Source: an optimization exercise on an open RTL-to-GDS flow (aim: small area, a short achievable clock period and few clock cycles per item). Production flows keep margins and buffers that such runs may drop. Where RTL was checked, it was by simulation tests only, not by an equivalence proof against the original.

## the baseline
==> module page_frame_replacement_top, before the edit <==
module page_frame_replacement_top #(
  parameter int NUM_FRAMES  = pfr_pkg::NUM_FRAMES_DEF,
  parameter int STAMP_WIDTH = pfr_pkg::STAMP_WIDTH_DEF
) (
  input  logic          clk,
  input  logic          rst,
  input  logic          start,
  output logic          busy,
  input  pfr_pkg::cmd_t cmd,
  output logic          done,
  output pfr_pkg::rsp_t rsp,
  input  logic          cfg_valid,
  output logic          cfg_ready,
  input  logic          cfg_data
);
  localparam int NF = 16;
  localparam logic [1:0] M_PASS0 = 2'd0;   
  localparam logic [1:0] M_PASS1 = 2'd1;   
  localparam logic [1:0] M_PASS2 = 2'd2;   
  localparam logic [1:0] M_PASS3 = 2'd3;   
  logic [NF-1:0] occ_bits;
  logic [NF-1:0] use_bits;
  logic [NF-1:0] dirty_bits;
  logic [3:0]    hand;
  logic          policy;
  logic [3:0]    lst [NF];      
  logic          pv;            
  logic [3:0]    pf;
  logic [NF-1:0] pf_at;         
  logic [NF-1:0] pf_after;      
  logic [3:0]    lru_idx;
  logic          stamp_any;
  logic [3:0]    stamp_idx;
  logic [1:0]    mode;          
  logic          pend;          
  logic          acc;
  logic          req_alloc, is_touch, is_rel;
  logic          clk_ev, any_a, defer, do_alloc;
  logic [NF-1:0] idx_oh;
  logic          idx_occ;
  logic          all_occ;
  logic [NF-1:0] free_oh;
  logic [NF-1:0] lru_oh;
  logic [NF-1:0] clk_oh;
  logic [NF-1:0] vic_oh;
  logic [3:0]    vic_idx, free_idx, clk_idx;
  logic          vic_dirty;
  logic [3:0]    hand_next;
  logic [NF-1:0] hmask;       
  logic [NF-1:0] cand, cand_hi;
  logic [31:0]   dbl, dbl_seen;   
  logic [NF-1:0] clr_use;
  logic [NF-1:0] grant, grant_free, grant_dirty, tch, rel;
  assign busy      = pend;
  assign cfg_ready = 1'b1;
  always_comb begin
    acc       = start && !pend;
    req_alloc = acc && (cmd.opcode == pfr_pkg::OP_ALLOC);
    is_touch  = acc && (cmd.opcode == pfr_pkg::OP_TOUCH);
    is_rel    = acc && (cmd.opcode == pfr_pkg::OP_RELEASE);
    idx_oh    = NF'(1) << cmd.frame_index;
    idx_occ   = occ_bits[cmd.frame_index];
    all_occ = &occ_bits;
    clk_ev  = all_occ && !policy;
    any_a   = |(~use_bits & ~dirty_bits);
    defer   = req_alloc && clk_ev && !any_a;
    do_alloc = (req_alloc && !defer) || pend;
    for (int i = 0; i < NF; i++) begin
      free_oh[i] = !occ_bits[i];
      for (int k = 0; k < i; k++) begin
        if (!occ_bits[k]) free_oh[i] = 1'b0;
      end
    end
    for (int k = 0; k < NF; k++) pf_at[k] = (lst[k] == pf);
    for (int k = 0; k < NF; k++) begin
      pf_after[k] = 1'b0;
      for (int j = k; j < NF; j++) begin
        if (pf_at[j]) pf_after[k] = 1'b1;
      end
    end
    lru_idx = (pv && pf_at[NF-1]) ? lst[NF-2] : lst[NF-1];
    lru_oh  = NF'(1) << lru_idx;
    for (int i = 0; i < NF; i++) hmask[i] = (4'(i) >= hand);
    unique case (mode)
      M_PASS0: cand = ~use_bits & ~dirty_bits;
      M_PASS1: cand = ~use_bits;
      M_PASS2: cand = ~dirty_bits;
      default: cand = '1;
    endcase
    cand_hi = cand & hmask;
    dbl     = {cand, cand_hi};
    for (int i = 0; i < 32; i++) begin
      dbl_seen[i] = 1'b0;
      for (int k = 0; k <= i; k++) begin
        if (dbl[k]) dbl_seen[i] = 1'b1;
      end
    end
    clk_oh = (cand_hi & ~{dbl_seen[14:0], 1'b0}) | (cand & ~dbl_seen[30:15]);
    hand_next = '0;
    for (int i = 0; i < NF; i++) begin
      if (clk_oh[i]) hand_next = hand_next | 4'(i + 1);
    end
    if (!all_occ)    vic_oh = free_oh;
    else if (policy) vic_oh = lru_oh;
    else             vic_oh = clk_oh;
    free_idx = '0;
    clk_idx  = '0;
    for (int i = 0; i < NF; i++) begin
      if (free_oh[i]) free_idx = free_idx | 4'(i);
      if (clk_oh[i])  clk_idx  = clk_idx | 4'(i);
    end
    if (!all_occ)    vic_idx = free_idx;
    else if (policy) vic_idx = lru_idx;
    else             vic_idx = clk_idx;
    vic_dirty = all_occ && (policy ? dirty_bits[lru_idx] : mode[0]);
    unique case (mode)
      M_PASS0: clr_use = '0;
      M_PASS1: clr_use = (hmask & ~dbl_seen[15:0]) | ~dbl_seen[31:16];
      default: clr_use = '1;
    endcase
    grant = do_alloc ? vic_oh : '0;
    grant_free  = (do_alloc && !all_occ) ? free_oh : '0;
    grant_dirty = (clk_ev && !mode[0]) ? '0 : grant;
    tch   = is_touch ? (idx_oh & occ_bits) : '0;
    rel   = is_rel ? (idx_oh & occ_bits) : '0;
    stamp_any = do_alloc || (is_touch && idx_occ);
    stamp_idx = do_alloc ? vic_idx : cmd.frame_index;
  end
  always_ff @(posedge clk) begin
    if (rst) begin
      occ_bits <= '0;
      hand     <= '0;
      policy   <= 1'b0;
      done     <= 1'b0;
      mode     <= M_PASS0;
      pend     <= 1'b0;
    end else begin
      done <= (acc && !defer) || pend;
      pend <= defer;
      if (defer) begin
        if (|(~use_bits))        mode <= M_PASS1;
        else if (|(~dirty_bits)) mode <= M_PASS2;
        else                     mode <= M_PASS3;
      end else begin
        mode <= M_PASS0;
      end
      if (cfg_valid) policy <= cfg_data;
      occ_bits <= grant_free | (occ_bits & ~rel);
      if (do_alloc && clk_ev) hand <= hand_next;
    end
  end
  always_ff @(posedge clk) begin
    use_bits   <= grant | tch | (use_bits & ~clr_use);
    dirty_bits <= (cmd.is_write ? tch : '0) | (dirty_bits & ~grant_dirty);
  end
  always_ff @(posedge clk) begin
    rsp.result_frame <= do_alloc ? vic_idx : cmd.frame_index;
    rsp.victim_dirty <= do_alloc && vic_dirty;
    if (do_alloc)                 rsp.status <= all_occ ? pfr_pkg::ST_EVICT : pfr_pkg::ST_FREE;
    else if (is_touch && idx_occ) rsp.status <= pfr_pkg::ST_TOUCH;
    else if (is_rel && idx_occ)   rsp.status <= pfr_pkg::ST_RELEASE;
    else                          rsp.status <= pfr_pkg::ST_REJECT;
  end
  always_ff @(posedge clk) begin
    if (rst) begin
      pv <= 1'b0;
      for (int k = 0; k < NF; k++) lst[k] <= 4'(k);
    end else begin
      pv <= stamp_any;
      if (pv) begin
        lst[0] <= pf;
        for (int k = 1; k < NF; k++) begin
          if (pf_after[k]) lst[k] <= lst[k-1];
        end
      end
    end
  end
  always_ff @(posedge clk) begin
    pf <= stamp_idx;
  end
endmodule
==> flow/config.mk <==
export PLATFORM = sky130hd
export DESIGN_NAME = page_frame_replacement_top
export DESIGN_NICKNAME = page_frame_replacement_top
export VERILOG_FILES = /design/flow/design.v
export SDC_FILE = /design/flow/constraint.sdc
export NUM_CORES = 4
export LEC_CHECK = 0
export CAP_MARGIN = 20
export CORE_MARGIN = 2
export CORE_UTILIZATION = 40
export CTS_BUF_LIST = sky130_fd_sc_hd__clkbuf_4 sky130_fd_sc_hd__clkbuf_8
export SETUP_SLACK_MARGIN = 2.0
export SLEW_MARGIN = 20
export TNS_END_PERCENT = 10
==> flow/constraint.sdc <==
create_clock -name core_clock -period 5.0 [get_ports {clk}]
set_input_delay 1.0000 -clock core_clock [delete_from_list [all_inputs] [get_ports {clk}]]
set_output_delay 1.0000 -clock core_clock [all_outputs]
set_load 0.01 [all_outputs]
run.sh (not shown) runs the stock make flow with config.mk's settings and CLKGATE_MAP_FILE= SYNTH_SCRIPT=/design/flow/synth_recipe.tcl, a recipe that flattens the netlist after the stock synthesis.
Changes in the candidate relative to the baseline:
diff --git a/flow/design.v b/flow/design.v
--- a/flow/design.v
+++ b/flow/design.v
@@ -69,13 +69,14 @@
   logic          vic_dirty;
   logic [3:0]    hand_next;
   logic [NF-1:0] hmask;       
   logic [NF-1:0] cand, cand_hi;
   logic [31:0]   dbl, dbl_seen;   
   logic [NF-1:0] clr_use;
-  logic [NF-1:0] grant, grant_free, grant_dirty, tch, rel;
+  logic [NF-1:0] grant, tch, rel;
+  assign pend      = (mode != M_PASS0);
   assign busy      = pend;
   assign cfg_ready = 1'b1;
   always_comb begin
     acc       = start && !pend;
     req_alloc = acc && (cmd.opcode == pfr_pkg::OP_ALLOC);
     is_touch  = acc && (cmd.opcode == pfr_pkg::OP_TOUCH);
@@ -138,45 +139,41 @@
     unique case (mode)
       M_PASS0: clr_use = '0;
       M_PASS1: clr_use = (hmask & ~dbl_seen[15:0]) | ~dbl_seen[31:16];
       default: clr_use = '1;
     endcase
     grant = do_alloc ? vic_oh : '0;
-    grant_free  = (do_alloc && !all_occ) ? free_oh : '0;
-    grant_dirty = (clk_ev && !mode[0]) ? '0 : grant;
     tch   = is_touch ? (idx_oh & occ_bits) : '0;
     rel   = is_rel ? (idx_oh & occ_bits) : '0;
     stamp_any = do_alloc || (is_touch && idx_occ);
     stamp_idx = do_alloc ? vic_idx : cmd.frame_index;
   end
   always_ff @(posedge clk) begin
     if (rst) begin
       occ_bits <= '0;
       hand     <= '0;
       policy   <= 1'b0;
       done     <= 1'b0;
       mode     <= M_PASS0;
-      pend     <= 1'b0;
     end else begin
       done <= (acc && !defer) || pend;
-      pend <= defer;
       if (defer) begin
         if (|(~use_bits))        mode <= M_PASS1;
         else if (|(~dirty_bits)) mode <= M_PASS2;
         else                     mode <= M_PASS3;
       end else begin
         mode <= M_PASS0;
       end
       if (cfg_valid) policy <= cfg_data;
-      occ_bits <= grant_free | (occ_bits & ~rel);
+      occ_bits <= grant | (occ_bits & ~rel);
       if (do_alloc && clk_ev) hand <= hand_next;
     end
   end
   always_ff @(posedge clk) begin
     use_bits   <= grant | tch | (use_bits & ~clr_use);
-    dirty_bits <= (cmd.is_write ? tch : '0) | (dirty_bits & ~grant_dirty);
+    dirty_bits <= (cmd.is_write ? tch : '0) | (dirty_bits & ~grant);
   end
   always_ff @(posedge clk) begin
     rsp.result_frame <= do_alloc ? vic_idx : cmd.frame_index;
     rsp.victim_dirty <= do_alloc && vic_dirty;
     if (do_alloc)                 rsp.status <= all_occ ? pfr_pkg::ST_EVICT : pfr_pkg::ST_FREE;
     else if (is_touch && idx_occ) rsp.status <= pfr_pkg::ST_TOUCH;
Looking at net count of the finished layout across the candidate and the baseline, the one that comes out lower is the candidate.
Measured against each other, the candidate and the baseline differ in number of instances in the synthesized netlist, the lower figure coming from the candidate.
Against the baseline as the reference, the candidate delivers a lower number of clock sinks.
Clock insertion delay at the later pin of the skew report: the baseline vs the candidate, no meaningful difference
Summary — fraction of the mapped netlist area in simple logic gates, the candidate relative to the baseline: lower, by 3.4 points.
The non-clock buffer count in the candidate was lower than what the baseline gave.
Re multiplexer area fraction after synthesis: the candidate and the baseline aren't equal, and the higher value belongs to the baseline.
Summary — sequential cell count, the candidate relative to the baseline: lower, by 1.
Area after synthesis on the candidate is ahead of the baseline.
Looking at global-route usage, the candidate sits 0.32 points higher than the baseline does.
The run showing the greater critical path depth is the candidate.
Going from the baseline to the candidate, wire length per cell after detailed routing shrank by about 1.3%, sequential share of cell area went up 0.99 points, number of resized instances in the post-cts repair step shows an increase of 32.
Testbench counts of the candidate, summed over its fixed seeds: cycles 6,620, requests 6,400.
No functional check of the RTL was part of the baseline.

## re-timing with driven ports
How much do the figures lean on ideal ports? The routed layouts below were timed once more, with nothing changed but the port constraints. Step 1 assumes that a clkbuf_16 drives the clock port and a buf_2 every other input. Step 2 times the ports against the registers' clock, not the clock port: input delays grow and output delays shrink by t, the midpoint of the rising clock arrivals with the driver on. Three values: ideal ports, drivers, drivers and shift; two values: the first two.
run | t (ns) | setup WS [ns] | worst data-port slew with drivers (ns) | cell pins on the clock port's net
the baseline | 0.499 | 1.985 / 1.985 / 1.549 | 0.03 | 1
the candidate | 0.486 | 1.886 / 1.886 / 1.590 | 0.04 | 1
After both steps every run listed still meets setup and hold. The setup slack of the baseline, which loses most, moves by 0.000 ns with the drivers and by -0.436 ns with both steps.
